This is an optimization exercise on Yosys and OpenROAD, whose aim is small area, a short achievable clock period and few clock cycles per item, not a production implementation. Where RTL was checked, it was by simulation tests only, not by an equivalence proof against the original. The RTL of runs 2 and 4 was laid out without a check of its function. No activity file was given, so power comes from the tool's default toggle rates.

==> flow/run.sh <==
#!/bin/bash
# synth_recipe.tcl (not shown) runs the flow's synth.tcl, then flattens the netlist and writes it again
# the make line also repeats each setting of config.mk as NAME=value (left out here)
make -C /OpenROAD-flow-scripts/flow DESIGN_CONFIG=/design/flow/config.mk WORK_HOME=/design/flow/orfs CLKGATE_MAP_FILE= SYNTH_SCRIPT=/design/flow/synth_recipe.tcl finish
==> flow/config.mk <==
export PLATFORM = sky130hd
export DESIGN_NAME = lru_key_value_cache_unit
export DESIGN_NICKNAME = lru_key_value_cache_unit
export VERILOG_FILES = /design/flow/design.v
export SDC_FILE = /design/flow/constraint.sdc
export NUM_CORES = 4
export LEC_CHECK = 0
export CAP_MARGIN = 20
export CORE_MARGIN = 2
export CORE_UTILIZATION = 40
export SLEW_MARGIN = 20
==> flow/constraint.sdc <==
create_clock -name core_clock -period 5.0 [get_ports {aclk}]
set_input_delay 1.0000 -clock core_clock [delete_from_list [all_inputs] [get_ports {aclk}]]
set_output_delay 1.0000 -clock core_clock [all_outputs]
set_load 0.01 [all_outputs]
==> flow/design.v <==
`default_nettype none
package lkvc_pkg;
    localparam int MAX_ENTRIES = 16;
    localparam int KEY_BITS    = 16;
    localparam int VALUE_BITS  = 32;
    localparam int APB_ADDR_BITS = 2;
    localparam int APB_DATA_BITS = 32;
    localparam int CAP_BITS      = 5;
    localparam logic [CAP_BITS-1:0]      CAP_RESET        = 5'd16;
    localparam logic [APB_ADDR_BITS-1:0] REG_CAPACITY_ADR = 2'd0;
endpackage
`default_nettype wire
`default_nettype none
module lru_key_value_cache_unit #(
    parameter int MAX_ENTRIES = lkvc_pkg::MAX_ENTRIES,
    parameter int KEY_BITS    = lkvc_pkg::KEY_BITS,
    parameter int VALUE_BITS  = lkvc_pkg::VALUE_BITS,
    localparam int TDATA_W    = ((KEY_BITS + VALUE_BITS + 7) / 8) * 8
) (
    input  wire                                  aclk,
    input  wire                                  aresetn,
    input  wire                                  psel,
    input  wire                                  penable,
    input  wire                                  pwrite,
    input  wire  [lkvc_pkg::APB_ADDR_BITS-1:0]   paddr,
    input  wire  [lkvc_pkg::APB_DATA_BITS-1:0]   pwdata,
    output logic [lkvc_pkg::APB_DATA_BITS-1:0]   prdata,
    output logic                                 pready,
    input  wire                                  s_axis_tvalid,
    output logic                                 s_axis_tready,
    input  wire  [TDATA_W-1:0]                   s_axis_tdata,   
    input  wire  [0:0]                           s_axis_tuser,   
    output logic                                 m_axis_tvalid,
    input  wire                                  m_axis_tready,
    output logic [TDATA_W-1:0]                   m_axis_tdata,   
    output logic [1:0]                           m_axis_tuser    
);
    localparam int N = MAX_ENTRIES;
    localparam int CAP_BITS = lkvc_pkg::CAP_BITS;
    logic [CAP_BITS-1:0] cap_reg;
    logic                cfg_wr;
    assign pready = 1'b1;
    assign cfg_wr = psel && penable && pwrite && (paddr == lkvc_pkg::REG_CAPACITY_ADR);
    assign prdata = (paddr == lkvc_pkg::REG_CAPACITY_ADR)
                    ? lkvc_pkg::APB_DATA_BITS'(cap_reg) : '0;
    always_ff @(posedge aclk) begin
        if (!aresetn) begin
            cap_reg <= lkvc_pkg::CAP_RESET;
        end else if (cfg_wr) begin
            cap_reg <= pwdata[CAP_BITS-1:0];
        end
    end
    logic [N-1:0] capm;
    always_comb begin
        capm = '0;
        if (cap_reg == '0) begin
            capm[0] = 1'b1;
        end else if (int'(cap_reg) > N) begin
            capm[N-1] = 1'b1;
        end else begin
            capm[cap_reg - 1'b1] = 1'b1;
        end
    end
    logic                  r_valid;
    logic                  r_op;
    logic [KEY_BITS-1:0]   r_key;
    logic [VALUE_BITS-1:0] r_val;
    logic                  m_valid;
    logic [TDATA_W-1:0]    m_data;
    logic [1:0]            m_user;
    logic stall, fire;
    assign stall         = m_valid && !m_axis_tready;
    assign fire          = r_valid && !stall;
    assign s_axis_tready = !(r_valid && stall);
    assign m_axis_tvalid = m_valid;
    assign m_axis_tdata  = m_data;
    assign m_axis_tuser  = m_user;
    logic [KEY_BITS-1:0]   key_q [N];
    logic [VALUE_BITS-1:0] val_q [N];
    logic [N-1:0]          vld_q;
    logic [N-1:0]          eq;        
    logic [N-1:0]          pre;       
    logic                  hit;
    logic                  full;      
    logic [N-1:0]          last;      
    logic [N-1:0]          pm;        
    logic [N-1:0]          en;        
    logic                  put_miss;
    logic [VALUE_BITS-1:0] rd_val;
    logic [KEY_BITS-1:0]   ev_key;
    always_comb begin
        for (int i = 0; i < N; i++) begin
            eq[i] = vld_q[i] && (key_q[i] == r_key);
        end
        for (int i = N - 1; i >= 0; i--) begin
            pre[i] = eq[i] || ((i < N - 1) ? pre[(i < N - 1) ? i + 1 : i] : 1'b0);
        end
        hit  = pre[0];
        full = |(capm & vld_q);
        for (int i = 0; i < N; i++) begin
            last[i] = vld_q[i] && ((i < N - 1) ? !vld_q[(i < N - 1) ? i + 1 : i] : 1'b1);
            pm[i]   = full ? vld_q[i] : ((i > 0) ? vld_q[(i > 0) ? i - 1 : i] : 1'b1);
        end
        put_miss = r_op && !hit;
        for (int i = 0; i < N; i++) begin
            en[i] = fire && (pre[i] || (put_miss && pm[i]));
        end
        rd_val = '0;
        ev_key = '0;
        for (int i = 0; i < N; i++) begin
            rd_val = rd_val | (eq[i] ? val_q[i] : '0);
            ev_key = ev_key | (last[i] ? key_q[i] : '0);
        end
    end
    always_ff @(posedge aclk) begin
        if (en[0]) begin
            key_q[0] <= r_key;
            val_q[0] <= r_op ? r_val : rd_val;
        end
        for (int i = 1; i < N; i++) begin
            if (en[i]) begin
                key_q[i] <= key_q[i-1];
                val_q[i] <= val_q[i-1];
            end
        end
    end
    always_ff @(posedge aclk) begin
        if (!aresetn) begin
            vld_q <= '0;
        end else if (fire && put_miss && !full) begin
            vld_q <= {vld_q[N-2:0], 1'b1};
        end
    end
    always_ff @(posedge aclk) begin
        if (!aresetn) begin
            r_valid <= 1'b0;
        end else if (s_axis_tready) begin
            r_valid <= s_axis_tvalid;
        end
    end
    always_ff @(posedge aclk) begin
        if (s_axis_tready) begin
            r_op  <= s_axis_tuser[0];
            r_key <= s_axis_tdata[KEY_BITS-1:0];
            r_val <= s_axis_tdata[KEY_BITS +: VALUE_BITS];
        end
    end
    always_ff @(posedge aclk) begin
        if (!aresetn) begin
            m_valid <= 1'b0;
        end else if (!stall) begin
            m_valid <= r_valid;
        end
    end
    always_ff @(posedge aclk) begin
        if (!stall) begin
            m_user <= {put_miss && full, hit};
            m_data <= TDATA_W'({(put_miss && full) ? ev_key : {KEY_BITS{1'b0}},
                                r_op ? {VALUE_BITS{1'b0}} : rd_val});
        end
    end
endmodule
`default_nettype wire
==> impl_metrics.env, run 1 <==
export IMPL_cts_tree="done"
export IMPL_n_antenna_cell=0
export IMPL_pwr_share_comb=0.030
export IMPL_setup_viol=0
export IMPL_routed_wl_um=119600
export IMPL_first_global_vias=22696
export IMPL_start_kind="flip-flop"
export IMPL_rows=109
export IMPL_gp_congestion=0.9784
export IMPL_critPathBufInv=2
export IMPL_antenna_found_initial=1
export IMPL_critPathArrivalTime_ns=5.01
export IMPL_ys_seq_area_frac=0.7379
export IMPL_syn_inst=2213
export IMPL_dr_pass1_iters=7
export IMPL_dieArea_mm2=0.09217
export IMPL_p_sw_frac=0.2132
export IMPL_slew_violations=0
export IMPL_area_delta_synth_final_pct=17.33
export IMPL_wire_per_inst_um=33.07
export IMPL_drc=0
export IMPL_critPathKind="flip-flop to flip-flop"
export IMPL_htreeDepth=3
export IMPL_syn_avg_cell_area_um2=16.22
export IMPL_tightest_slew_ns=1.063
export IMPL_total_power_mw=15.53
export IMPL_pre_cts_slack_ns=0.4375
export IMPL_cts_resized=0
export IMPL_p_sw_mw=3.312
export IMPL_ant_nets=0
export IMPL_power_leakage_nw=13.12
export IMPL_hpwl_um=70800
export IMPL_synth_cell_type_count=62
export IMPL_setup_tns_ns=0
export IMPL_portBuffers=119
export IMPL_path_cells="xnor2_1 -> nand4_1 -> nor4_1 -> and3_2 -> nor3_1 -> nand3_1 -> buf_4 -> nor3_1 -> o22ai_4 -> buf_4"
export IMPL_ys_ff_latch=890
export IMPL_post_route_period_util=0.9336
export IMPL_grt_pass1_wl_um=168400
export IMPL_synth_main_ff_cell="edfxtp_1"
export IMPL_cap_violations=0
export IMPL_ys_warn_count=3
export IMPL_fmax_mhz=214.2
export IMPL_first_iter_violations=2992
export IMPL_cts_buffers=92
export IMPL_largest_reg_flops=512
export IMPL_insertion_delay_ns=0.69
export IMPL_cts_clk_slew_worst_paths_ns=0.06
export IMPL_drt_vias_per_instance=6.284
export IMPL_fin_area_mm2=0.04213
export IMPL_top_register="val_q"
export IMPL_post_cts_buffers=0
export IMPL_placedCellCount=3448
export IMPL_min_path_type="flip-flop to flip-flop"
export IMPL_whs_ns=0.4392
export IMPL_final_nets=2472
export IMPL_vias=22715
export IMPL_layout_setup_ws_ns=0.3321
export IMPL_crit_path_end_kind="flip-flop"
export IMPL_status="timing/DRC/antenna clean"
export IMPL_die_h_um=303.6
export IMPL_ir_drop_uv=283.4
export IMPL_synth_cell_area_mm2=0.03590
export IMPL_die_w_um=303.6
export IMPL_max_slew_margin=0.2849
export IMPL_fillers=7568
export IMPL_crit_family="simple AND/OR/NAND/NOR gates"
export IMPL_critPathMaxFanout=14
export IMPL_cp_required_ns=5.35
export IMPL_track_usage=0.2535
export IMPL_ioPinCount=175
export IMPL_synthArstFlopShare=0
export IMPL_ff_latch_area_mm2=0.02650
export IMPL_drive_gt1_frac=0.1147
export IMPL_clockBufferDepth=3
export IMPL_synth_edf_count=867
export IMPL_p_per_area_mw_per_mm2=368.7
export IMPL_largestRegisters="val_q (512), key_q (256), m_data (48)"
export IMPL_period_needed_ns=4.668
export IMPL_p_seq_frac=0.528
export IMPL_power_internal_mw=12.22
export IMPL_cts_root_buf="clkbuf_16"
export IMPL_coreArea_mm2=0.08865
export IMPL_clockPowerShare=0.442
export IMPL_fin_cells=3615
export IMPL_cpMaxStageDelayCell="nor4_1"
export IMPL_cts_sinks=890
export IMPL_hold_viol=0
export IMPL_rsz0062_at_grt="no"
export IMPL_grt_start_max_net_pins=66
export IMPL_initial_core_util=0.4050
export IMPL_multi_input_area_mm2=0.008828
export IMPL_fin_util=0.4752
export IMPL_gr_total_overflow=0
export IMPL_placed_cell_area_mm2=0.03913
export IMPL_cts_hold_buffers=0
export IMPL_fin_worst_skew_ns=0.05392
export IMPL_slowest_delay_ns=0.93
layout make-up:
type	count	share of cell area
Sequential cell	890	0.6290
Tap cell	1165	0.03460
Inverter	8	0.0007128
Timing Repair Buffer	223	0.05513
Clock buffer	119	0.05878
Multi-Input combinational cell	1162	0.2096
Clock inverter	48	0.01224
path summary, 6_finish.rpt:
kind	start	end	slack, ns	cells after the start
worst max-delay path	r_key[12]	key_q[6][2]	0.33	10
worst min-delay path	val_q[2][9]	val_q[3][9]	0.44	0
worst max register to register	r_key[12]	key_q[6][2]	0.33	10
worst min register to register	val_q[2][9]	val_q[3][9]	0.44	0
Yosys cell counts, drive strengths merged (2+ instances only):
cell | count | area [µm²]
xor2 | 16 | 140.1
nor3 | 17 | 85.08
or2 | 3 | 21.27
nor2 | 102 | 382.9
nand2 | 46 | 172.7
nand3 | 40 | 200.2
or3 | 3 | 18.77
a31oi | 5 | 31.28
nor2b | 19 | 118.9
o21a | 3 | 22.52
buf | 72 | 479.2
inv | 8 | 30.03
edfxtp | 867 | 26030
a2111oi | 2 | 17.52
and4 | 33 | 289.0
nor4 | 21 | 131.4
clkbuf | 107 | 401.6
conb | 2 | 7.510
o22ai | 10 | 62.56
a22oi | 73 | 553.0
dfxtp | 23 | 460.4
o2bb2ai | 14 | 185.2
a221oi | 157 | 1375
and2 | 6 | 37.54
and3 | 19 | 118.9
a21oi | 33 | 165.2
o21ai | 17 | 96.35
o311a | 3 | 30.03
o211ai | 2 | 15.01
ha | 5 | 62.56
xnor2 | 242 | 2120
a22o | 149 | 1305
nand4 | 53 | 331.6
a21boi | 2 | 15.02
mux2i | 20 | 200.2
o31a | 2 | 17.52
layer usage:
| metal | vias to the layer above | track usage | wire length (µm) |
|---|---|---|---|
| li1 | 9158 | - | - |
| met1 | 11655 | 0.3317 | 45770 |
| met2 | 1604 | 0.4041 | 55670 |
| met3 | 296 | 0.06014 | 12570 |
| met4 | 2 | 0.1108 | 5541 |
| met5 | - | 0 | 12 |
power groups by stage:
stage	Combinational (mW)	Sequential, mW	Clock, mW
final	0.472	8.20	6.86
after global routing	0.493	8.20	7.23
after CTS	0.472	8.20	6.94
after detailed placement	0.469	8.35	0
after global placement	0.471	8.35	0
after floorplan	0.272	8.33	0
cell families after synthesis:
group                    after synthesis  synth area share
other                                  2         0.0002092
buffers and inverters                187           0.02537
multiplexers                          21          0.005889
flip-flops                           890            0.7379
XOR/XNOR                             259           0.06363
AND/OR/NAND/NOR                      369           0.05482
adder cells (fa/ha/maj)                5          0.001742
AO/OA/AOI/OAI                        480            0.1104
cell usage in the layout (no fill, tap or decap), types with 12 or more instances in the layout:
cell type,synthesis,routed
edfxtp_1,867,867
nand3_1,40,40
nand2_1,46,45
clkbuf_16,0,94
nand4_1,53,53
nor3_1,17,16
xnor2_1,242,242
buf_12,0,28
a22oi_1,72,72
a22o_1,149,149
conb_1,2,28
clkinv_1,0,20
xor2_1,16,16
nor2b_1,19,19
and4_1,33,33
dfxtp_1,23,23
clkinv_2,0,12
a221oi_1,157,157
buf_4,45,76
clkbuf_1,107,22
nor2_1,102,102
nor4_1,21,21
mux2i_1,20,20
and3_2,0,15
clkdlybuf4s50_1,0,119
a21oi_1,33,33
Testbench counts, summed over its fixed seeds: cycles 4,816, items 4,800.
==> inputs of run 2 (changes only) <==
--- a/flow/design.v
+++ b/flow/design.v
@@ -66,19 +66,18 @@
     logic [KEY_BITS-1:0]   r_key;
     logic [VALUE_BITS-1:0] r_val;
     logic                  m_valid;
-    logic [TDATA_W-1:0]    m_data;
-    logic [1:0]            m_user;
+    logic                  m_hit;
+    logic                  m_ev;
+    logic                  m_gethit;
+    logic [KEY_BITS-1:0]   m_evkey;
     logic stall, fire;
     assign stall         = m_valid && !m_axis_tready;
     assign fire          = r_valid && !stall;
     assign s_axis_tready = !(r_valid && stall);
-    assign m_axis_tvalid = m_valid;
-    assign m_axis_tdata  = m_data;
-    assign m_axis_tuser  = m_user;
     logic [KEY_BITS-1:0]   key_q [N];
     logic [VALUE_BITS-1:0] val_q [N];
     logic [N-1:0]          vld_q;
-    logic [N-1:0]          eq;        
+    logic [N-1:0]          eq_q;      
     logic [N-1:0]          pre;       
     logic                  hit;
     logic                  full;      
@@ -86,14 +85,15 @@
     logic [N-1:0]          pm;        
     logic [N-1:0]          en;        
     logic                  put_miss;
+    logic                  evict;
     logic [VALUE_BITS-1:0] rd_val;
     logic [KEY_BITS-1:0]   ev_key;
+    logic [N-1:0]          s_eq;      
+    logic                  s_eq_r;    
+    logic [N-1:0]          eq_d;
     always_comb begin
-        for (int i = 0; i < N; i++) begin
-            eq[i] = vld_q[i] && (key_q[i] == r_key);
-        end
         for (int i = N - 1; i >= 0; i--) begin
-            pre[i] = eq[i] || ((i < N - 1) ? pre[(i < N - 1) ? i + 1 : i] : 1'b0);
+            pre[i] = eq_q[i] || ((i < N - 1) ? pre[(i < N - 1) ? i + 1 : i] : 1'b0);
         end
         hit  = pre[0];
         full = |(capm & vld_q);
@@ -102,14 +102,26 @@
             pm[i]   = full ? vld_q[i] : ((i > 0) ? vld_q[(i > 0) ? i - 1 : i] : 1'b1);
         end
         put_miss = r_op && !hit;
+        evict    = put_miss && full;
         for (int i = 0; i < N; i++) begin
             en[i] = fire && (pre[i] || (put_miss && pm[i]));
         end
         rd_val = '0;
         ev_key = '0;
         for (int i = 0; i < N; i++) begin
-            rd_val = rd_val | (eq[i] ? val_q[i] : '0);
-            ev_key = ev_key | (last[i] ? key_q[i] : '0);
+            rd_val = rd_val | (eq_q[i] ? val_q[i] : '0);
+            ev_key = ev_key | ((last[i] && evict) ? key_q[i] : '0);
+        end
+        s_eq_r = (s_axis_tdata[KEY_BITS-1:0] == r_key);
+        for (int i = 0; i < N; i++) begin
+            s_eq[i] = (s_axis_tdata[KEY_BITS-1:0] == key_q[i]);
+        end
+        for (int i = 0; i < N; i++) begin
+            if (en[i]) begin
+                eq_d[i] = (i == 0) ? s_eq_r : s_eq[(i > 0) ? i - 1 : i];
+            end else begin
+                eq_d[i] = vld_q[i] && s_eq[i];
+            end
         end
     end
     always_ff @(posedge aclk) begin
@@ -143,6 +155,7 @@
             r_op  <= s_axis_tuser[0];
             r_key <= s_axis_tdata[KEY_BITS-1:0];
             r_val <= s_axis_tdata[KEY_BITS +: VALUE_BITS];
+            eq_q  <= eq_d;
         end
     end
     always_ff @(posedge aclk) begin
@@ -154,10 +167,14 @@
     end
     always_ff @(posedge aclk) begin
         if (!stall) begin
-            m_user <= {put_miss && full, hit};
-            m_data <= TDATA_W'({(put_miss && full) ? ev_key : {KEY_BITS{1'b0}},
-                                r_op ? {VALUE_BITS{1'b0}} : rd_val});
+            m_hit    <= hit;
+            m_ev     <= evict;
+            m_gethit <= !r_op && hit;
+            m_evkey  <= ev_key;
         end
     end
+    assign m_axis_tvalid = m_valid;
+    assign m_axis_tuser  = {m_ev, m_hit};
+    assign m_axis_tdata  = TDATA_W'({m_evkey, m_gethit ? val_q[0] : {VALUE_BITS{1'b0}}});
 endmodule
 `default_nettype wire
--- a/flow/config.mk
+++ b/flow/config.mk
@@ -5,7 +5,9 @@
 export SDC_FILE = /design/flow/constraint.sdc
 export NUM_CORES = 4
 export LEC_CHECK = 0
+export ABC_CLOCK_PERIOD_IN_PS = 2500
 export CAP_MARGIN = 20
 export CORE_MARGIN = 2
 export CORE_UTILIZATION = 40
+export SETUP_SLACK_MARGIN = 2.5
 export SLEW_MARGIN = 20
==> run 2 against run 1 <==
Clock skew fell by 0.030 ns. Synthesized cell count rose by 4.3%. Synthesized area rose by 0.50%. Combinational power rose to 3.1 times the previous value. Critical path depth rose by 4. Total power rose by 7.9%. Global-route usage rose by 3.6 points. Register-to-register slack improved by 1.3 ns. Non-clock buffer count rose by 261. Worst hold slack improved by 0.0062 ns.
==> impl_metrics.env, run 2 <==
export IMPL_fin_worst_skew_ns=0.02417
export IMPL_wire_per_inst_um=37.24
export IMPL_crit_family="compound AO/OA/AOI/OAI gates"
export IMPL_yosysTopAreaCell="edfxtp_1"
export IMPL_synth_most_common_cell="edfxtp_1"
export IMPL_final_common_cell="edfxtp_1"
export IMPL_crit_path_end_kind="flip-flop"
export IMPL_p_per_area_mw_per_mm2=349.9
export IMPL_max_slew_margin=0.2052
export IMPL_final_nets=2822
export IMPL_portBuffers=119
export IMPL_use_met3=0.06943
export IMPL_grt_start_max_net_pins=55
export IMPL_yosys_top_cells_count="852 x edfxtp_1, 274 x xnor2_1, 191 x a22oi_1"
export IMPL_grt_use_met2=0.4627
export IMPL_slew_violations=0
export IMPL_synth_edf_count=852
export IMPL_largest_reg_flops=512
export IMPL_power_leakage_nw=15.82
export IMPL_hpwl_um=73810
export IMPL_ys_warn_count=3
export IMPL_cts_buffers=93
export IMPL_post_route_period_util=0.6664
export IMPL_fmax_mhz=300.1
export IMPL_rows=110
export IMPL_drc=0
export IMPL_area_delta_synth_final_pct=32.72
export IMPL_antenna_found_initial=1
export IMPL_tightest_slew_ns=1.190
export IMPL_critPathMaxFanout=8
export IMPL_fillers=7022
export IMPL_cap_violations=0
export IMPL_gp_congestion=0.9855
export IMPL_dr_pass1_iters=8
export IMPL_path_cells="buf_6 -> or3_4 -> and4_1 -> o31a_1 -> a211o_4 -> buf_12 -> buf_12 -> nand2_8 -> buf_4 -> o211ai_1 -> a31oi_4 -> buf_6 -> buf_8 -> buf_12"
export IMPL_start_kind="flip-flop"
export IMPL_vias=26070
export IMPL_total_power_mw=16.76
export IMPL_syn_inst=2308
export IMPL_slowest_delay_ns=0.39
export IMPL_top_register="val_q"
export IMPL_n_antenna_cell=0
export IMPL_status="timing/DRC/antenna clean"
export IMPL_ir_drop_uv=248.7
export IMPL_cts_root_buf="clkbuf_16"
export IMPL_cp_required_ns=5.37
export IMPL_routed_wl_um=148000
export IMPL_synth_cell_area_mm2=0.03608
export IMPL_reg2reg_slack_ns=1.67
export IMPL_synth_top_area_share=0.7090
export IMPL_synth_main_ff_cell="edfxtp_1"
export IMPL_die_w_um=304.3
export IMPL_critPathBufInv=7
export IMPL_met1_usage=0.3681
export IMPL_period_needed_ns=3.332
export IMPL_synth_cell_type_count=73
export IMPL_drt_vias_per_instance=6.557
export IMPL_whs_ns=0.4454
export IMPL_rsz0062_at_grt="yes"
export IMPL_setup_viol=0
export IMPL_largestRegisters="val_q (512), key_q (256), r_val (32)"
export IMPL_coreArea_mm2=0.08974
export IMPL_ioPinCount=175
export IMPL_cts_sinks=875
export IMPL_drive_gt1_frac=0.2550
export IMPL_track_usage=0.2899
export IMPL_cpMaxStageDelayCell="or3_4"
export IMPL_synth_area_leaders="edfxtp_1 71%, xnor2_1 6.7%, a22oi_1 4.0%"
export IMPL_top_usage_layer="met2"
export IMPL_die_h_um=304.3
export IMPL_insertion_delay_ns=0.68
export IMPL_first_iter_violations=4643
export IMPL_min_path_type="flip-flop to flip-flop"
export IMPL_htreeDepth=3
export IMPL_crit_top_cell="buf_12"
export IMPL_first_global_vias=24862
export IMPL_ys_seq_area_frac=0.7218
export IMPL_ant_nets=0
export IMPL_ys_ff_latch=875
export IMPL_critPathKind="flip-flop to flip-flop"
export IMPL_syn_avg_cell_area_um2=15.63
export IMPL_final_cell_mix="852 x edfxtp_1, 271 x xnor2_1, 190 x a22oi_1"
export IMPL_synthArstFlopShare=0
export IMPL_critPathArrivalTime_ns=3.71
export IMPL_cts_hold_buffers=0
export IMPL_setup_tns_ns=0
export IMPL_initial_core_util=0.4021
export IMPL_gr_total_overflow=0
export IMPL_hold_viol=0
export IMPL_cts_clk_slew_worst_paths_ns=0.06
export IMPL_cts_tree="done"
export IMPL_dieArea_mm2=0.09263
export IMPL_clockBufferDepth=3
export IMPL_grt_pass1_wl_um=190600
## run 2: cell types whose count changed in the layout (fill, tap and decap cells not counted), sizes merged, moves of 31 or more
cell / change
a221oi: -55
xnor2: +32
clkbuf: +35
nor2: -75
buf: +264
a22o: -51
a22oi: +118
and4: -31
and2: +31
clkdlybuf4s50: -75
nand4: +53
## run 2: worst paths after layout
check / from / end / cells after the start
worst min register to register: val_q[10][14] / val_q[11][14] / 0
worst max-delay path: cap_reg[1] / val_q[10][24] / 14
worst max register to register: cap_reg[1] / val_q[10][24] / 14
worst min-delay path: val_q[10][14] / val_q[11][14] / 0
## run 2: final cells by class
cell class,instances,area [µm²],share of cell area
Sequential cell,875,26060,0.5442
Multi-Input combinational cell,1237,10140,0.2117
Timing Repair Buffer,484,7071,0.1476
Clock buffer,115,2440,0.05095
Tap cell,1176,1471,0.03073
Clock inverter,53,556.8,0.01163
Inverter,36,150.1,0.003135
## run 2: per-stage QoR
step / utilization / worst slack [ns] / area [µm²] / instances
after floorplan: - / 1.543 / 36460 / 2334
after global placement: 0.4364 / 0.9595 / 39160 / 3542
after detailed placement: 0.4364 / 0.9182 / 39160 / 3542
after CTS: 0.5041 / 1.816 / 45230 / 3868
after global routing: 0.5337 / 1.587 / 47890 / 3976
final: 0.5337 / 1.668 / 47890 / 3976
## run 2: logic make-up after synthesis
| logic type | Yosys count | share of synthesized area |
|---|---|---|
| flops | 875 | 0.7218 |
| simple gates | 367 | 0.05864 |
| xor+xnor | 276 | 0.06741 |
| mux | 31 | 0.008842 |
| buf+inv | 223 | 0.02764 |
| fa+ha+maj | 5 | 0.001734 |
| compound gates | 529 | 0.1137 |
| other cells | 2 | 0.0002081 |
## run 2: timing repair
action                                  CTS  global route
cloned                                   48            54
setup buffers                           110            54
endpoints found under the setup margin  874           854
resized for setup                       463           219
pin swaps                                30            39
## run 2: routing by layer
| layer | up-vias | routed length [µm] |
|---|---|---|
| met1 | 13062 | 51190 |
| met5 | - | 10 |
| met4 | 2 | 10050 |
| met3 | 503 | 18840 |
| li1 | 10087 | - |
| met2 | 2416 | 67960 |
## run 2: power breakdown
group          internal [mW]  switching, mW
clock                   3.91           3.03
sequential              8.21          0.142
combinational          0.656          0.816
total                   12.8           3.98
==> inputs of run 3 (changes only) <==
--- a/flow/design.v
+++ b/flow/design.v
@@ -68,7 +68,7 @@
     logic                  m_valid;
     logic                  m_hit;
     logic                  m_ev;
-    logic                  m_gethit;
+    logic [VALUE_BITS-1:0] m_val;
     logic [KEY_BITS-1:0]   m_evkey;
     logic stall, fire;
     assign stall         = m_valid && !m_axis_tready;
@@ -78,9 +78,11 @@
     logic [VALUE_BITS-1:0] val_q [N];
     logic [N-1:0]          vld_q;
     logic [N-1:0]          eq_q;      
+    logic                  full_q;    
     logic [N-1:0]          pre;       
     logic                  hit;
-    logic                  full;      
+    logic                  grow;      
+    logic                  full_keep, full_grow;
     logic [N-1:0]          last;      
     logic [N-1:0]          pm;        
     logic [N-1:0]          en;        
@@ -96,13 +98,13 @@
             pre[i] = eq_q[i] || ((i < N - 1) ? pre[(i < N - 1) ? i + 1 : i] : 1'b0);
         end
         hit  = pre[0];
-        full = |(capm & vld_q);
         for (int i = 0; i < N; i++) begin
             last[i] = vld_q[i] && ((i < N - 1) ? !vld_q[(i < N - 1) ? i + 1 : i] : 1'b1);
-            pm[i]   = full ? vld_q[i] : ((i > 0) ? vld_q[(i > 0) ? i - 1 : i] : 1'b1);
+            pm[i]   = full_q ? vld_q[i] : ((i > 0) ? vld_q[(i > 0) ? i - 1 : i] : 1'b1);
         end
         put_miss = r_op && !hit;
-        evict    = put_miss && full;
+        evict    = put_miss && full_q;
+        grow     = fire && put_miss && !full_q;
         for (int i = 0; i < N; i++) begin
             en[i] = fire && (pre[i] || (put_miss && pm[i]));
         end
@@ -139,8 +141,19 @@
     always_ff @(posedge aclk) begin
         if (!aresetn) begin
             vld_q <= '0;
-        end else if (fire && put_miss && !full) begin
+        end else if (grow) begin
             vld_q <= {vld_q[N-2:0], 1'b1};
+        end
+    end
+    always_comb begin
+        full_keep = |(capm & vld_q);
+        full_grow = |(capm & {vld_q[N-2:0], 1'b1});
+    end
+    always_ff @(posedge aclk) begin
+        if (!aresetn) begin
+            full_q <= 1'b0;
+        end else begin
+            full_q <= grow ? full_grow : full_keep;
         end
     end
     always_ff @(posedge aclk) begin
@@ -169,12 +182,12 @@
         if (!stall) begin
             m_hit    <= hit;
             m_ev     <= evict;
-            m_gethit <= !r_op && hit;
+            m_val    <= r_op ? {VALUE_BITS{1'b0}} : rd_val;
             m_evkey  <= ev_key;
         end
     end
     assign m_axis_tvalid = m_valid;
     assign m_axis_tuser  = {m_ev, m_hit};
-    assign m_axis_tdata  = TDATA_W'({m_evkey, m_gethit ? val_q[0] : {VALUE_BITS{1'b0}}});
+    assign m_axis_tdata  = TDATA_W'({m_evkey, m_val});
 endmodule
 `default_nettype wire
--- a/flow/config.mk
+++ b/flow/config.mk
@@ -9,5 +9,5 @@
 export CAP_MARGIN = 20
 export CORE_MARGIN = 2
 export CORE_UTILIZATION = 40
-export SETUP_SLACK_MARGIN = 2.5
+export SETUP_SLACK_MARGIN = 1.5
 export SLEW_MARGIN = 20
==> run 3 against run 2 <==
Setup slack got worse by 0.028 ns. Core utilization decreased by 6.5 points. Critical endpoint is now val_q[3][29]. Die area increased by 2.8%. Total power decreased by 2.5%. Synthesized area increased by 2.8%. Clock skew increased by 0.0097 ns. Global-route usage decreased by 4.3 points. Worst hold slack got worse by 0.011 ns. Via count decreased by 9.7%. Non-clock buffer count decreased by 283. Clock-buffer cell count decreased by 3. Still clean on timing, DRC and antenna. Combinational power decreased by 46%.
==> impl_metrics.env, run 3 <==
export IMPL_rsz0062_at_grt="no"
export IMPL_final_common_cell="edfxtp_1"
export IMPL_pwr_share_comb=0.048
export IMPL_ant_nets=0
export IMPL_cts_tree="done"
export IMPL_ys_warn_count=3
export IMPL_synth_most_common_cell="edfxtp_1"
export IMPL_first_iter_violations=3147
export IMPL_vias=23549
export IMPL_cts_root_buf="clkbuf_16"
export IMPL_cts_hold_buffers=0
export IMPL_grt_start_max_net_pins=50
export IMPL_synth_edf_count=883
export IMPL_die_h_um=308.5
export IMPL_cts_buffers=95
export IMPL_gr_total_overflow=0
export IMPL_synthArstFlopShare=0
export IMPL_placed_cell_area_mm2=0.03998
export IMPL_fin_worst_skew_ns=0.03389
export IMPL_synth_top_area_share=0.7148
export IMPL_setup_tns_ns=0
export IMPL_ioPinCount=175
export IMPL_max_slew_margin=0.1640
export IMPL_p_seq_frac=0.528
export IMPL_fin_util=0.4688
export IMPL_final_cell_mix="883 x edfxtp_1, 242 x xor2_1, 223 x a22oi_1"
export IMPL_critPathKind="flip-flop to flip-flop"
export IMPL_top_register="val_q"
export IMPL_slew_violations=0
export IMPL_gp_congestion=0.9781
export IMPL_area_delta_synth_final_pct=16.03
export IMPL_start_kind="flip-flop"
export IMPL_largest_reg_flops=512
export IMPL_grt_pass1_wl_um=168900
export IMPL_hold_viol=0
export IMPL_fmax_mhz=297.6
export IMPL_final_nets=2641
export IMPL_cap_violations=0
export IMPL_drive_gt1_frac=0.09576
export IMPL_cts_clk_slew_worst_paths_ns=0.06
export IMPL_dieArea_mm2=0.09518
export IMPL_die_w_um=308.5
export IMPL_p_per_area_mw_per_mm2=379.7
export IMPL_ir_drop_uv=292.9
export IMPL_yosys_top_cells_count="883 x edfxtp_1, 242 x xor2_1, 223 x a22oi_1"
export IMPL_power_internal_mw=12.65
export IMPL_syn_avg_cell_area_um2=15.45
export IMPL_hp_start="val_q[1][3]"
export IMPL_rows=111
export IMPL_dr_pass1_iters=8
export IMPL_power_leakage_nw=14.19
export IMPL_drc=0
export IMPL_ys_ff_latch=907
export IMPL_yosysTopAreaCell="edfxtp_1"
export IMPL_cp_required_ns=5.30
export IMPL_crit_start="eq_q[12]"
export IMPL_hpwl_um=70560
export IMPL_wire_per_inst_um=30.74
export IMPL_portBuffers=119
export IMPL_critPathArrivalTime_ns=3.66
export IMPL_synth_cell_type_count=66
export IMPL_coreArea_mm2=0.09180
export IMPL_period_needed_ns=3.360
export IMPL_ys_seq_area_frac=0.7278
export IMPL_htreeDepth=3
export IMPL_routed_wl_um=118800
export IMPL_track_usage=0.2469
export IMPL_synth_area_leaders="edfxtp_1 71%, xor2_1 5.7%, a22oi_1 4.5%"
export IMPL_initial_core_util=0.4041
export IMPL_fin_area_mm2=0.04304
export IMPL_setup_viol=0
export IMPL_p_sw_frac=0.2260
export IMPL_p_sw_mw=3.693
export IMPL_syn_inst=2401
export IMPL_antenna_found_initial=2
export IMPL_cts_sinks=907
export IMPL_synth_cell_area_mm2=0.03709
export IMPL_post_route_period_util=0.6720
export IMPL_status="timing/DRC/antenna clean"
export IMPL_tightest_slew_ns=1.248
export IMPL_n_antenna_cell=0
export IMPL_drt_vias_per_instance=6.094
export IMPL_reg2reg_from="eq_q[12]"
export IMPL_crit_path_end_kind="flip-flop"
export IMPL_synth_main_ff_cell="edfxtp_1"
export IMPL_insertion_delay_ns=0.70
export IMPL_critPathMaxFanout=32
export IMPL_min_path_type="flip-flop to flip-flop"
export IMPL_first_global_vias=23977
export IMPL_clockPowerShare=0.424
export IMPL_largestRegisters="val_q (512), key_q (256)"
export IMPL_clockBufferDepth=3
-- run 3: cell count changes in the layout (fill, tap and decap cells not counted), moves of 53 or more --
cell,change
nor4_1,+55
buf_6,-101
xor2_1,+241
xnor2_1,-236
nor2_1,+66
nand4_1,-53
buf_12,-62
buf_16,-57
nand2_1,+60
clkdlybuf4s50_1,+74
-- run 3: cell type report --
cell class | instances | area (µm²)
clock inverter | 60 | 536.8
fill | 7929 | 48760
timing repair buffer | 201 | 1947
sequential | 907 | 27000
inverter | 57 | 220.2
clock buffer | 112 | 2484
multi-input combinational | 1284 | 9299
tap | 1243 | 1555
-- run 3: metrics by stage --
step	hold WS [ns]	cells	power, mW	setup slack (ns)
2_1_floorplan	0.4267	2427	9.169	1.491
3_5_place_dp	0.4343	3690	9.564	1.045
5_1_grt	0.4440	3864	16.79	1.564
6_report	0.4348	3864	16.34	1.640
3_3_place_gp	0.4293	3690	9.555	1.094
4_1_cts	0.4311	3862	16.44	1.572
-- run 3: worst max-delay path: stages (launching register included) --
cell and delay, ns:
edfxtp_1 0.43, nor4_4 0.38, and3_1 0.47, and3_1 0.24, nor4_2 0.06, nor2_4 0.63
buf_4 0.74
-- run 3: repair_timing --
| item | in CTS | in global routing |
|---|---|---|
| endpoints found under the setup margin | 1 | 70 |
| buffers inserted | 0 | 2 |
| pin swaps | 0 | 2 |
| gates resized for setup | 2 | 2 |
-- run 3: path summary, 6_finish.rpt --
kind	to	slack (ns)	cells past startpoint
setup / recovery	val_q[3][29]	1.64	6
hold / removal	val_q[2][3]	0.43	0
setup reg to reg	val_q[3][29]	1.64	6
hold reg to reg	val_q[2][3]	0.43	0
-- run 3: power groups by stage --
stage	registers [mW]	logic, mW	clock network (mW)
after floorplan	8.75	0.423	0
after global placement	8.77	0.783	0
after detailed placement	8.78	0.784	0
after CTS	8.62	0.788	7.03
after global routing	8.64	0.831	7.32
final	8.63	0.787	6.93
-- run 3: layer usage --
| metal | GRT usage | vias to the layer above | share of wire |
|---|---|---|---|
| li1 | - | 9664 | - |
| met1 | 0.3155 | 11890 | 0.38 |
| met2 | 0.4038 | 1666 | 0.47 |
| met3 | 0.05559 | 327 | 0.10 |
| met4 | 0.1079 | 2 | 0.047 |
| met5 | 0 | - | 0.000059 |
-- run 3: kinds of logic after synthesis --
logic type	count (synthesis)	share of synthesized area
simple gates	413	0.05815
other cells	2	0.0002025
fa+ha+maj	5	0.001687
buf+inv	236	0.02806
flops	907	0.7278
compound gates	513	0.1055
xor+xnor	278	0.06584
mux	47	0.01278
Testbench counts of run 3, summed over its fixed seeds: cycles 4,816, items 4,800.
==> inputs of run 4 (changes only) <==
--- a/flow/design.v
+++ b/flow/design.v
@@ -82,6 +82,7 @@
     logic [N-1:0]          pre;       
     logic                  hit;
     logic                  grow;      
+    logic [N-1:0]          capm_d;
     logic                  full_keep, full_grow;
     logic [N-1:0]          last;      
     logic [N-1:0]          pm;        
@@ -146,8 +147,19 @@
         end
     end
     always_comb begin
-        full_keep = |(capm & vld_q);
-        full_grow = |(capm & {vld_q[N-2:0], 1'b1});
+        capm_d = capm;
+        if (cfg_wr) begin
+            capm_d = '0;
+            if (pwdata[CAP_BITS-1:0] == '0) begin
+                capm_d[0] = 1'b1;
+            end else if (int'(pwdata[CAP_BITS-1:0]) > N) begin
+                capm_d[N-1] = 1'b1;
+            end else begin
+                capm_d[pwdata[CAP_BITS-1:0] - 1'b1] = 1'b1;
+            end
+        end
+        full_keep = |(capm_d & vld_q);
+        full_grow = |(capm_d & {vld_q[N-2:0], 1'b1});
     end
     always_ff @(posedge aclk) begin
         if (!aresetn) begin
==> run 4 against run 3 <==
Still clean. Global-route usage shrank 1.1 points. Combinational power is essentially flat. Critical path depth grew 7. Register-to-register slack is essentially flat. Critical endpoint is now full_q. Largest power group unchanged.
==> impl_metrics.env, run 4 <==
export IMPL_crit_path_end_kind="flip-flop"
export IMPL_top_register="val_q"
export IMPL_initial_core_util=0.4018
export IMPL_clockBufferDepth=3
export IMPL_ys_ff_latch=907
export IMPL_tightest_slew_ns=0.9893
export IMPL_cts_clk_slew_worst_paths_ns=0.06
export IMPL_power_leakage_nw=14.22
export IMPL_first_iter_violations=3248
export IMPL_die_w_um=309.5
export IMPL_dieArea_mm2=0.09580
export IMPL_synth_cell_area_mm2=0.03733
export IMPL_setup_tns_ns=0
export IMPL_reg2reg_slack_ns=1.64
export IMPL_cts_buffers=94
export IMPL_max_slew_margin=0.3384
export IMPL_vias=23433
export IMPL_antenna_found_initial=4
export IMPL_p_per_area_mw_per_mm2=377.1
export IMPL_cap_violations=0
export IMPL_rows=112
export IMPL_fillers=8027
export IMPL_gp_congestion=0.8937
export IMPL_ant_nets=0
export IMPL_gr_total_overflow=0
export IMPL_syn_avg_cell_area_um2=15.47
export IMPL_dr_pass1_iters=5
export IMPL_yosysTopAreaCell="edfxtp_1"
export IMPL_synth_edf_count=883
export IMPL_area_delta_synth_final_pct=16.08
export IMPL_insertion_delay_ns=0.68
export IMPL_cts_tree="done"
export IMPL_syn_inst=2414
export IMPL_htreeDepth=3
export IMPL_portBuffers=119
export IMPL_hold_viol=0
export IMPL_synth_top_area_share=0.7102
export IMPL_synthArstFlopShare=0
export IMPL_final_nets=2661
export IMPL_critPathKind="input pin to flip-flop"
export IMPL_largest_reg_flops=512
export IMPL_cp_required_ns=5.53
export IMPL_critPathMaxFanout=8
export IMPL_status="timing/DRC/antenna clean"
export IMPL_fmax_mhz=282.8
export IMPL_final_common_cell="edfxtp_1"
export IMPL_fin_util=0.4664
export IMPL_grt_pass1_wl_um=163200
export IMPL_wire_per_inst_um=29.31
export IMPL_slew_violations=0
export IMPL_post_route_period_util=0.7071
export IMPL_min_path_type="flip-flop to flip-flop"
export IMPL_critPathArrivalTime_ns=4.07
export IMPL_synth_cell_type_count=68
export IMPL_drt_vias_per_instance=6.021
export IMPL_cts_sinks=907
export IMPL_ir_drop_uv=246.9
export IMPL_start_kind="input pin"
export IMPL_period_needed_ns=3.536
export IMPL_ioPinCount=175
export IMPL_routed_wl_um=114100
export IMPL_synth_area_leaders="edfxtp_1 71%, xor2_1 5.3%, a22oi_1 3.7%"
export IMPL_first_global_vias=23495
export IMPL_ys_seq_area_frac=0.7231
export IMPL_die_h_um=309.5
export IMPL_rsz0062_at_grt="yes"
export IMPL_coreArea_mm2=0.09291
export IMPL_ys_warn_count=3
export IMPL_synth_most_common_cell="edfxtp_1"
export IMPL_yosys_top_cells_count="883 x edfxtp_1, 225 x xor2_1, 184 x a22oi_1"
export IMPL_largestRegisters="val_q (512), key_q (256)"
export IMPL_cts_root_buf="clkbuf_16"
export IMPL_final_cell_mix="883 x edfxtp_1, 225 x xor2_1, 184 x a22oi_1"
export IMPL_fin_worst_skew_ns=0.04891
export IMPL_synth_main_ff_cell="edfxtp_1"
export IMPL_grt_start_max_net_pins=50
export IMPL_track_usage=0.2354
export IMPL_drive_gt1_frac=0.1039
export IMPL_hpwl_um=69310
export IMPL_setup_viol=0
export IMPL_drc=0
run 4: cell count changes after synthesis, moves of 17 or more:
| cell | previous run | this run |
|---|---|---|
| nand4_1 | 53 | 70 |
| xor2_1 | 242 | 225 |
| xnor2_1 | 35 | 60 |
| a22o_1 | 70 | 105 |
| a21oi_1 | 39 | 10 |
| a22oi_1 | 223 | 184 |
| a221oi_1 | 74 | 109 |
run 4: power by group:
group          internal (mW)  switching (mW)  leakage, nW
logic                  0.280           0.509         4.30
clock network           3.91            3.03         1.47
registers               8.50           0.117         8.45
total                   12.7            3.66         14.2
run 4: cells by family after synthesis:
| kind of cell | after synthesis | share of synthesized area |
|---|---|---|
| muxes | 40 | 0.01089 |
| AOI/OAI and AO/OA | 502 | 0.1070 |
| DFF | 907 | 0.7231 |
| other | 2 | 0.0002012 |
| and+or+nand+nor | 432 | 0.06036 |
| adders and majority gates | 10 | 0.003351 |
| buffers and inverters | 236 | 0.02822 |
| xor gates and xnor gates | 285 | 0.06686 |
run 4: final cells by class:
cell class	instances	area [µm²]	share of cell area
Clock inverter	52	560.5	0.01293
Antenna cell	2	5.005	0.0001155
Timing Repair Buffer	208	1951	0.04501
Sequential cell	907	27000	0.6229
Tap cell	1254	1569	0.03620
Clock buffer	119	2446	0.05644
Inverter	53	206.4	0.004764
Multi-Input combinational cell	1297	9603	0.2216
run 4: repair_timing:
action / CTS / global route
pin swaps: 2 / 0
setup buffers: 3 / 0
resized for setup: 18 / 6
hold endpoints to repair: 0 / 0
setup endpoints to repair: 600 / 215
hold buffers: 0 / 0
run 4: metrics by stage:
step | hold WS [ns] | cells | instance area [µm²] | setup WS (ns) | total power, mW
detailed placement | 0.4338 | 3716 | 40230 | 0.6356 | 9.552
finish | 0.4387 | 3892 | 43340 | 1.464 | 16.34
floorplan | 0.4267 | 2440 | 37660 | 1.479 | 9.185
CTS | 0.4450 | 3890 | 43310 | 1.514 | 16.44
global placement | 0.4291 | 3716 | 40230 | 0.5979 | 9.544
global route | 0.4532 | 3892 | 43340 | 1.216 | 16.81
run 4: metal layers:
metal  vias up  global-route usage  share of wire
met5         -                   0              0
met4         0             0.07733          0.029
met3       227             0.05479          0.099
met2      1493              0.3733           0.47
met1     11931              0.3203           0.40
li1       9782                   -              -
run 4: worst paths after layout:
kind                 start            end  depth (start not counted)
min          val_q[10][28]  val_q[11][28]                          0
max reg2reg       eq_q[12]  val_q[11][25]                          7
max              pwdata[1]         full_q                         13
min reg2reg  val_q[10][28]  val_q[11][28]                          0
run 4: critical path: stages:
cell and delay, ns:
clkdlybuf4s50_1 0.60, inv_1 0.13, ha_1 0.27, or2_2 0.29, o21ai_0 0.27, a32o_2 0.31, mux2i_1 0.21, buf_4 0.17
o22ai_1 0.09, a221oi_1 0.30, nand2_1 0.09, a21oi_1 0.20, a41oi_1 0.14
==> inputs of run 5 (changes only) <==
--- a/flow/design.v
+++ b/flow/design.v
@@ -77,12 +77,11 @@
     logic [KEY_BITS-1:0]   key_q [N];
     logic [VALUE_BITS-1:0] val_q [N];
     logic [N-1:0]          vld_q;
-    logic [N-1:0]          eq_q;      
+    logic [N-1:0]          pre_q;     
     logic                  full_q;    
-    logic [N-1:0]          pre;       
+    logic [N-1:0]          eq;        
     logic                  hit;
     logic                  grow;      
-    logic [N-1:0]          capm_d;
     logic                  full_keep, full_grow;
     logic [N-1:0]          last;      
     logic [N-1:0]          pm;        
@@ -92,13 +91,16 @@
     logic [VALUE_BITS-1:0] rd_val;
     logic [KEY_BITS-1:0]   ev_key;
     logic [N-1:0]          s_eq;      
+    logic [N-1:0]          s_pre;     
     logic                  s_eq_r;    
-    logic [N-1:0]          eq_d;
+    logic                  s_eq_last; 
+    logic                  s_drop;    
+    logic [N-1:0]          pre_d;
     always_comb begin
-        for (int i = N - 1; i >= 0; i--) begin
-            pre[i] = eq_q[i] || ((i < N - 1) ? pre[(i < N - 1) ? i + 1 : i] : 1'b0);
-        end
-        hit  = pre[0];
+        for (int i = 0; i < N; i++) begin
+            eq[i] = pre_q[i] && ((i < N - 1) ? !pre_q[(i < N - 1) ? i + 1 : i] : 1'b1);
+        end
+        hit  = pre_q[0];
         for (int i = 0; i < N; i++) begin
             last[i] = vld_q[i] && ((i < N - 1) ? !vld_q[(i < N - 1) ? i + 1 : i] : 1'b1);
             pm[i]   = full_q ? vld_q[i] : ((i > 0) ? vld_q[(i > 0) ? i - 1 : i] : 1'b1);
@@ -107,23 +109,30 @@
         evict    = put_miss && full_q;
         grow     = fire && put_miss && !full_q;
         for (int i = 0; i < N; i++) begin
-            en[i] = fire && (pre[i] || (put_miss && pm[i]));
+            en[i] = fire && (pre_q[i] || (put_miss && pm[i]));
         end
         rd_val = '0;
         ev_key = '0;
         for (int i = 0; i < N; i++) begin
-            rd_val = rd_val | (eq_q[i] ? val_q[i] : '0);
+            rd_val = rd_val | (eq[i] ? val_q[i] : '0);
             ev_key = ev_key | ((last[i] && evict) ? key_q[i] : '0);
         end
         s_eq_r = (s_axis_tdata[KEY_BITS-1:0] == r_key);
         for (int i = 0; i < N; i++) begin
-            s_eq[i] = (s_axis_tdata[KEY_BITS-1:0] == key_q[i]);
-        end
-        for (int i = 0; i < N; i++) begin
-            if (en[i]) begin
-                eq_d[i] = (i == 0) ? s_eq_r : s_eq[(i > 0) ? i - 1 : i];
+            s_eq[i] = vld_q[i] && (s_axis_tdata[KEY_BITS-1:0] == key_q[i]);
+        end
+        for (int i = N - 1; i >= 0; i--) begin
+            s_pre[i] = s_eq[i] || ((i < N - 1) ? s_pre[(i < N - 1) ? i + 1 : i] : 1'b0);
+        end
+        s_eq_last = |(last & s_eq);
+        s_drop    = (hit && s_eq_r) || (evict && s_eq_last);
+        for (int i = 0; i < N; i++) begin
+            if (!en[i]) begin
+                pre_d[i] = s_pre[i];
+            end else if (i == 0) begin
+                pre_d[i] = s_eq_r || (s_pre[0] && !s_drop);
             end else begin
-                eq_d[i] = vld_q[i] && s_eq[i];
+                pre_d[i] = s_pre[(i > 0) ? i - 1 : i] && !s_drop;
             end
         end
     end
@@ -147,19 +156,8 @@
         end
     end
     always_comb begin
-        capm_d = capm;
-        if (cfg_wr) begin
-            capm_d = '0;
-            if (pwdata[CAP_BITS-1:0] == '0) begin
-                capm_d[0] = 1'b1;
-            end else if (int'(pwdata[CAP_BITS-1:0]) > N) begin
-                capm_d[N-1] = 1'b1;
-            end else begin
-                capm_d[pwdata[CAP_BITS-1:0] - 1'b1] = 1'b1;
-            end
-        end
-        full_keep = |(capm_d & vld_q);
-        full_grow = |(capm_d & {vld_q[N-2:0], 1'b1});
+        full_keep = |(capm & vld_q);
+        full_grow = |(capm & {vld_q[N-2:0], 1'b1});
     end
     always_ff @(posedge aclk) begin
         if (!aresetn) begin
@@ -180,7 +178,7 @@
             r_op  <= s_axis_tuser[0];
             r_key <= s_axis_tdata[KEY_BITS-1:0];
             r_val <= s_axis_tdata[KEY_BITS +: VALUE_BITS];
-            eq_q  <= eq_d;
+            pre_q <= pre_d;
         end
     end
     always_ff @(posedge aclk) begin
==> run 5 against run 4 <==
First-iteration DRC count grew 14%. Total power shrank 2.1%. Synthesized area shrank 0.43%. Still clean on timing, DRC and antenna.
==> impl_metrics.env, run 5 <==
export IMPL_status="timing/DRC/antenna clean"
export IMPL_ys_seq_area_frac=0.7262
export IMPL_routed_wl_um=124300
export IMPL_cts_tree="done"
export IMPL_drt_vias_per_instance=6.141
export IMPL_crit_path_end_kind="flip-flop"
export IMPL_max_slew_margin=0.2679
export IMPL_htreeDepth=3
export IMPL_cts_hold_buffers=0
export IMPL_rsz0062_at_grt="no"
export IMPL_synth_cell_area_mm2=0.03718
export IMPL_cts_clk_slew_worst_paths_ns=0.06
export IMPL_critPathKind="input pin to flip-flop"
export IMPL_setup_tns_ns=0
export IMPL_coreArea_mm2=0.09194
export IMPL_n_antenna_cell=0
export IMPL_layout_setup_ws_ns=1.502
export IMPL_grt_pass1_wl_um=174000
export IMPL_reg2reg_slack_ns=1.62
export IMPL_placed_cell_area_mm2=0.04022
export IMPL_final_cell_mix="883 x edfxtp_1, 270 x a22oi_1, 216 x xnor2_1"
export IMPL_reg2reg_from="pre_q[0]"
export IMPL_first_global_vias=23675
export IMPL_first_iter_violations=3703
export IMPL_dr_pass1_iters=8
export IMPL_syn_inst=2321
export IMPL_synth_cell_type_count=75
export IMPL_cp_required_ns=5.38
export IMPL_cap_violations=0
export IMPL_fmax_mhz=285.9
export IMPL_die_w_um=308.9
export IMPL_cts_root_buf="clkbuf_16"
export IMPL_track_usage=0.2564
export IMPL_hold_viol=0
export IMPL_rows=111
export IMPL_p_sw_frac=0.2203
export IMPL_final_nets=2623
export IMPL_fin_area_mm2=0.04350
export IMPL_synth_edf_count=883
export IMPL_largest_reg_flops=512
export IMPL_critPathArrivalTime_ns=3.88
export IMPL_insertion_delay_ns=0.69
export IMPL_antenna_found_initial=2
export IMPL_period_needed_ns=3.498
export IMPL_synth_top_area_share=0.7132
export IMPL_synth_area_leaders="edfxtp_1 71%, a22oi_1 5.5%, xnor2_1 5.1%"
export IMPL_p_sw_mw=3.525
export IMPL_power_internal_mw=12.48
export IMPL_ir_drop_uv=281.9
export IMPL_setup_viol=0
export IMPL_final_common_cell="edfxtp_1"
export IMPL_synth_most_common_cell="edfxtp_1"
export IMPL_clockPowerShare=0.435
export IMPL_yosys_top_cells_count="883 x edfxtp_1, 270 x a22oi_1, 217 x xnor2_1"
export IMPL_crit_path_end="pre_q[3]"
export IMPL_clockBufferDepth=3
export IMPL_critPathMaxFanout=15
export IMPL_tightest_slew_ns=1.096
export IMPL_fin_worst_skew_ns=0.04288
export IMPL_yosysTopAreaCell="edfxtp_1"
export IMPL_placedCellCount=3655
export IMPL_synthArstFlopShare=0
export IMPL_power_leakage_nw=13.96
export IMPL_min_path_type="flip-flop to flip-flop"
export IMPL_pre_cts_slack_ns=0.4824
export IMPL_wire_per_inst_um=32.32
export IMPL_vias=23625
export IMPL_r2r_end="val_q[4][16]"
export IMPL_crit_start="s_axis_tdata[15]"
export IMPL_area_delta_synth_final_pct=17.02
export IMPL_gr_total_overflow=0
export IMPL_start_kind="input pin"
export IMPL_die_h_um=308.9
export IMPL_ioPinCount=175
export IMPL_fin_cells=3847
export IMPL_ant_nets=0
export IMPL_whs_ns=0.4382
export IMPL_reg2regPathDepth=7
export IMPL_cts_sinks=907
export IMPL_grt_start_max_net_pins=66
export IMPL_dieArea_mm2=0.09539
export IMPL_post_route_period_util=0.6996
export IMPL_slew_violations=0
export IMPL_gp_congestion=0.9941
export IMPL_drc=0
export IMPL_ys_warn_count=3
export IMPL_initial_core_util=0.4043
export IMPL_largestRegisters="val_q (512), key_q (256)"
export IMPL_synth_main_ff_cell="edfxtp_1"
export IMPL_top_register="val_q"
export IMPL_pwr_share_comb=0.040
export IMPL_syn_avg_cell_area_um2=16.02
export IMPL_ys_ff_latch=907
export IMPL_p_seq_frac=0.525
export IMPL_drive_gt1_frac=0.1321
export IMPL_hpwl_um=78090
export IMPL_portBuffers=119
export IMPL_cts_buffers=95
export IMPL_p_per_area_mw_per_mm2=367.8
-- run 5: layout make-up --
cell class,count,area (µm²)
Timing Repair Buffer,249,2364
Fill cell,7909,48440
Inverter,45,176.4
Tap cell,1243,1555
Sequential cell,907,27000
Clock buffer,119,2497
Multi-Input combinational cell,1230,9387
Clock inverter,54,529.3
-- run 5: kinds of logic after synthesis --
| family | share of synthesized area |
|---|---|
| flip-flops | 0.7262 |
| AO/OA/AOI/OAI | 0.1007 |
| AND/OR/NAND/NOR | 0.05937 |
| XOR/XNOR | 0.06573 |
| buffers and inverters | 0.03527 |
| multiplexers | 0.01087 |
| adder cells (fa/ha/maj) | 0.001683 |
| other | 0.0002020 |
-- run 5: layer usage --
metal  share of wire  wire [µm]  vias to the layer above  track usage
met3           0.099      12300                      312      0.05063
met5        0.000088         11                        -            0
li1                -          -                     9597            -
met2            0.47      58760                     1680       0.4161
met4           0.046       5734                        2       0.1142
met1            0.38      47520                    12034       0.3349
-- run 5: power by group through the flow --
stage / logic (mW) / clock network (mW) / registers (mW)
detailed placement: 0.635 / 0 / 8.56
global placement: 0.636 / 0 / 8.55
floorplan: 0.374 / 0 / 8.55
global route: 0.674 / 7.37 / 8.40
CTS: 0.637 / 7.07 / 8.40
finish: 0.639 / 6.97 / 8.40
-- run 5: timing repair --
| item | in CTS | in global routing |
|---|---|---|
| gates resized for setup | 23 | 9 |
| endpoints found under the setup margin | 248 | 177 |
| buffers inserted | 4 | 14 |
| pin swaps | 1 | 5 |
-- run 5: worst min-delay path by stage --
stage	start	to	depth (start not counted)
floorplan	val_q[9][12]	val_q[10][12]	0
global placement	val_q[12][0]	val_q[13][0]	0
detailed placement	val_q[9][31]	val_q[10][31]	0
CTS	val_q[3][19]	val_q[4][19]	0
global route	val_q[2][16]	val_q[3][16]	0
finish	val_q[9][29]	val_q[10][29]	0
-- run 5: metrics by stage --
step,util,power (mW)
final,0.4732,16.00
after global routing,0.4732,16.45
after CTS,0.4714,16.11
after detailed placement,0.4375,9.190
after global placement,0.4369,9.190
after floorplan,-,8.922
-- run 5: worst max-delay path, cell delays in order --
cell and delay (ns):
clkdlybuf4s15_1 0.56, xor2_1 0.25, nor4_1 0.49, nand4_1 0.32
nor4_4 0.46, a222oi_1 0.15, a41oi_2 0.26, a21o_4 0.26
a22oi_1 0.12
Testbench counts of run 5, summed over its fixed seeds: cycles 4,816, items 4,800.
==> inputs of run 6 (changes only) <==
--- a/flow/config.mk
+++ b/flow/config.mk
@@ -9,5 +9,5 @@
 export CAP_MARGIN = 20
 export CORE_MARGIN = 2
 export CORE_UTILIZATION = 40
-export SETUP_SLACK_MARGIN = 1.5
+export SETUP_SLACK_MARGIN = 2.3
 export SLEW_MARGIN = 20
==> run 6 against run 5 <==
Critical path type unchanged. Critical endpoint is now pre_q[2]. Synthesized cell count did not move. Total power rose by 0.33%. First-iteration DRC count decreased by 6.6%. Sequential power about the same.
==> impl_metrics.env, run 6 <==
export IMPL_cts_root_buf="clkbuf_16"
export IMPL_initial_core_util=0.4043
export IMPL_cts_tree="done"
export IMPL_cts_hold_buffers=0
export IMPL_ir_drop_uv=263.4
export IMPL_critPathKind="input pin to flip-flop"
export IMPL_die_w_um=308.9
export IMPL_status="timing/DRC/antenna clean"
export IMPL_yosys_top_cells_count="883 x edfxtp_1, 270 x a22oi_1, 217 x xnor2_1"
export IMPL_post_route_period_util=0.5505
export IMPL_critPathMaxFanout=9
export IMPL_largest_reg_flops=512
export IMPL_crit_path_end_kind="flip-flop"
export IMPL_fmax_mhz=363.3
export IMPL_dieArea_mm2=0.09539
export IMPL_cts_buffers=96
export IMPL_synth_cell_area_mm2=0.03718
export IMPL_p_per_area_mw_per_mm2=353.8
export IMPL_hpwl_um=78640
export IMPL_top_register="val_q"
export IMPL_grt_pass1_wl_um=175100
export IMPL_ys_ff_latch=907
export IMPL_cpMaxStageDelayCell="or4_4"
export IMPL_gr_total_overflow=0
export IMPL_routed_wl_um=124700
export IMPL_cp_required_ns=5.40
export IMPL_final_common_cell="edfxtp_1"
export IMPL_synth_edf_count=883
export IMPL_final_nets=2708
export IMPL_grt_start_max_net_pins=58
export IMPL_insertion_delay_ns=0.68
export IMPL_synth_cell_type_count=75
export IMPL_largestRegisters="val_q (512), key_q (256)"
export IMPL_placed_cell_area_mm2=0.04054
export IMPL_final_cell_mix="883 x edfxtp_1, 266 x a22oi_1, 183 x xnor2_1"
export IMPL_antenna_found_initial=0
export IMPL_die_h_um=308.9
export IMPL_htreeDepth=3
export IMPL_max_slew_margin=0.2074
export IMPL_start_kind="input pin"
export IMPL_drt_vias_per_instance=6.118
export IMPL_setup_tns_ns=0
export IMPL_cts_clk_slew_worst_paths_ns=0.06
export IMPL_synth_most_common_cell="edfxtp_1"
export IMPL_cts_sinks=907
export IMPL_synth_top_area_share=0.7132
export IMPL_yosysTopAreaCell="edfxtp_1"
export IMPL_syn_inst=2321
export IMPL_rsz0062_at_grt="yes"
export IMPL_coreArea_mm2=0.09194
export IMPL_setup_viol=0
export IMPL_synth_main_ff_cell="edfxtp_1"
export IMPL_track_usage=0.2574
export IMPL_tightest_slew_ns=1.186
export IMPL_slew_violations=0
export IMPL_wire_per_inst_um=31.76
export IMPL_slowest_delay_ns=0.57
export IMPL_drc=0
export IMPL_clockBufferDepth=3
export IMPL_crit_family="simple AND/OR/NAND/NOR gates"
export IMPL_hold_viol=0
export IMPL_first_iter_violations=3458
export IMPL_ioPinCount=175
export IMPL_fin_worst_skew_ns=0.02679
export IMPL_ant_nets=0
export IMPL_first_global_vias=23890
export IMPL_cap_violations=0
export IMPL_path_cells="buf_6 -> buf_4 -> xnor2_4 -> nand4_1 -> or4_4 -> nor3_4 -> a2111oi_4 -> a41oi_4 -> a21o_4 -> a22oi_1"
export IMPL_gp_congestion=0.9609
export IMPL_vias=24032
export IMPL_min_path_type="flip-flop to flip-flop"
export IMPL_fin_area_mm2=0.04538
export IMPL_synth_area_leaders="edfxtp_1 71%, a22oi_1 5.5%, xnor2_1 5.1%"
export IMPL_drive_gt1_frac=0.1959
export IMPL_synthArstFlopShare=0
export IMPL_syn_avg_cell_area_um2=16.02
export IMPL_period_needed_ns=2.752
export IMPL_rows=111
export IMPL_ys_seq_area_frac=0.7262
export IMPL_n_antenna_cell=0
export IMPL_dr_pass1_iters=6
export IMPL_ys_warn_count=3
export IMPL_power_leakage_nw=14.82
export IMPL_area_delta_synth_final_pct=22.08
export IMPL_critPathArrivalTime_ns=3.15
export IMPL_critPathBufInv=2
export IMPL_portBuffers=119
==> run 6: timing repair <==
item	4_1_cts	5_1_grt
setup buffers	74	24
cloned	6	1
pin swaps	42	28
resized for setup	228	54
setup endpoints to repair	791	57
==> run 6: final timing paths <==
path	slack (ns)	cells after the start	to	start
max	2.25	10	pre_q[2]	s_axis_tdata[5]
min	0.43	0	val_q[2][18]	val_q[1][18]
max reg2reg	2.28	8	pre_q[2]	key_q[3][5]
min reg2reg	0.43	0	val_q[2][18]	val_q[1][18]
==> run 6: through the flow <==
step	total power, mW	util	instances	hold WS [ns]	setup WS, ns
floorplan	8.934	-	2347	0.4264	1.925
global placement	9.192	0.4396	3648	0.4292	0.5604
detailed placement	9.197	0.4409	3653	0.4333	0.5286
CTS	16.09	0.4884	3903	0.4184	2.291
global route	16.46	0.4936	3928	0.4445	2.210
finish	16.06	0.4936	3928	0.4284	2.248
==> run 6: worst reg2reg max path, delay by kind of cell, from the launching register on <==
| family | cells | cell delay [ns] |
|---|---|---|
| AO/OA/AOI/OAI | 4 | 0.77 |
| XOR/XNOR | 1 | 0.48 |
| flip-flops | 1 | 0.45 |
| AND/OR/NAND/NOR | 3 | 0.77 |
==> run 6: layer usage <==
layer	GRT usage	vias to the layer above	wire length (µm)
met5	0	-	0
met2	0.4126	1731	58640
met4	0.1086	0	5674
met3	0.05728	284	13870
met1	0.3392	12224	46560
li1	-	9793	-
==> run 6: kinds of logic after synthesis <==
kind of cell	share of synthesized area
buffers and inverters	0.03527
XOR/XNOR	0.06573
AO/OA/AOI/OAI	0.1007
adder cells (fa/ha/maj)	0.001683
AND/OR/NAND/NOR	0.05937
multiplexers	0.01087
other	0.0002020
flip-flops	0.7262
==> run 6: layout make-up <==
class	count	area, µm²
Multi-Input combinational cell	1233	10180
Inverter	45	197.7
Timing Repair Buffer	330	3438
Tap cell	1243	1555
Sequential cell	907	27000
Fill cell	7774	46560
Clock buffer	123	2535
Clock inverter	47	471.7
==> run 6: where the power goes <==
group          leakage (nW)  internal, mW  switching [mW]  total [mW]
registers              8.42          8.34          0.0563        8.40
logic                  4.95         0.316           0.410       0.725
clock network          1.45          3.82            3.12        6.93

separate check: timing with driven ports:
No port has a modelled driver above. Below, the same layouts with a new extraction and two added sets of constraints. Step 1, drivers: a clkbuf_16 drives aclk and a buf_2 each remaining input, both assumed. Step 2, shift: input delay + t, output delay - t, t = (earliest + latest rising clock arrival at the registers) / 2. This alone moves slack from input paths to output paths. a / b / c = ideal ports / drivers / drivers and shift; a / b = the first two.
run	shift t [ns]	setup WS [ns]	hold slack, ns	worst data-port slew with drivers (ns)
run 1	0.732	0.332 / 0.332 / 0.332	0.439 / 0.439 / 0.439	0.05
run 2	0.730	1.668 / 1.668 / 1.424	0.445 / 0.445 / 0.445	0.05
run 3	0.744	1.640 / 1.640 / 1.049	0.435 / 0.435 / 0.435	0.06
run 4	0.720	1.464 / 1.496 / 0.776	0.439 / 0.439 / 0.439	0.11
run 5	0.732	1.502 / 1.529 / 0.797	0.438 / 0.438 / 0.438	0.06
run 6	0.739	2.248 / 2.258 / 1.519	0.428 / 0.428 / 0.428	0.09
After both steps setup and hold are still met in every run listed. The setup slack of run 6, which loses most, moves by +0.010 ns with the drivers and by -0.729 ns with both steps.
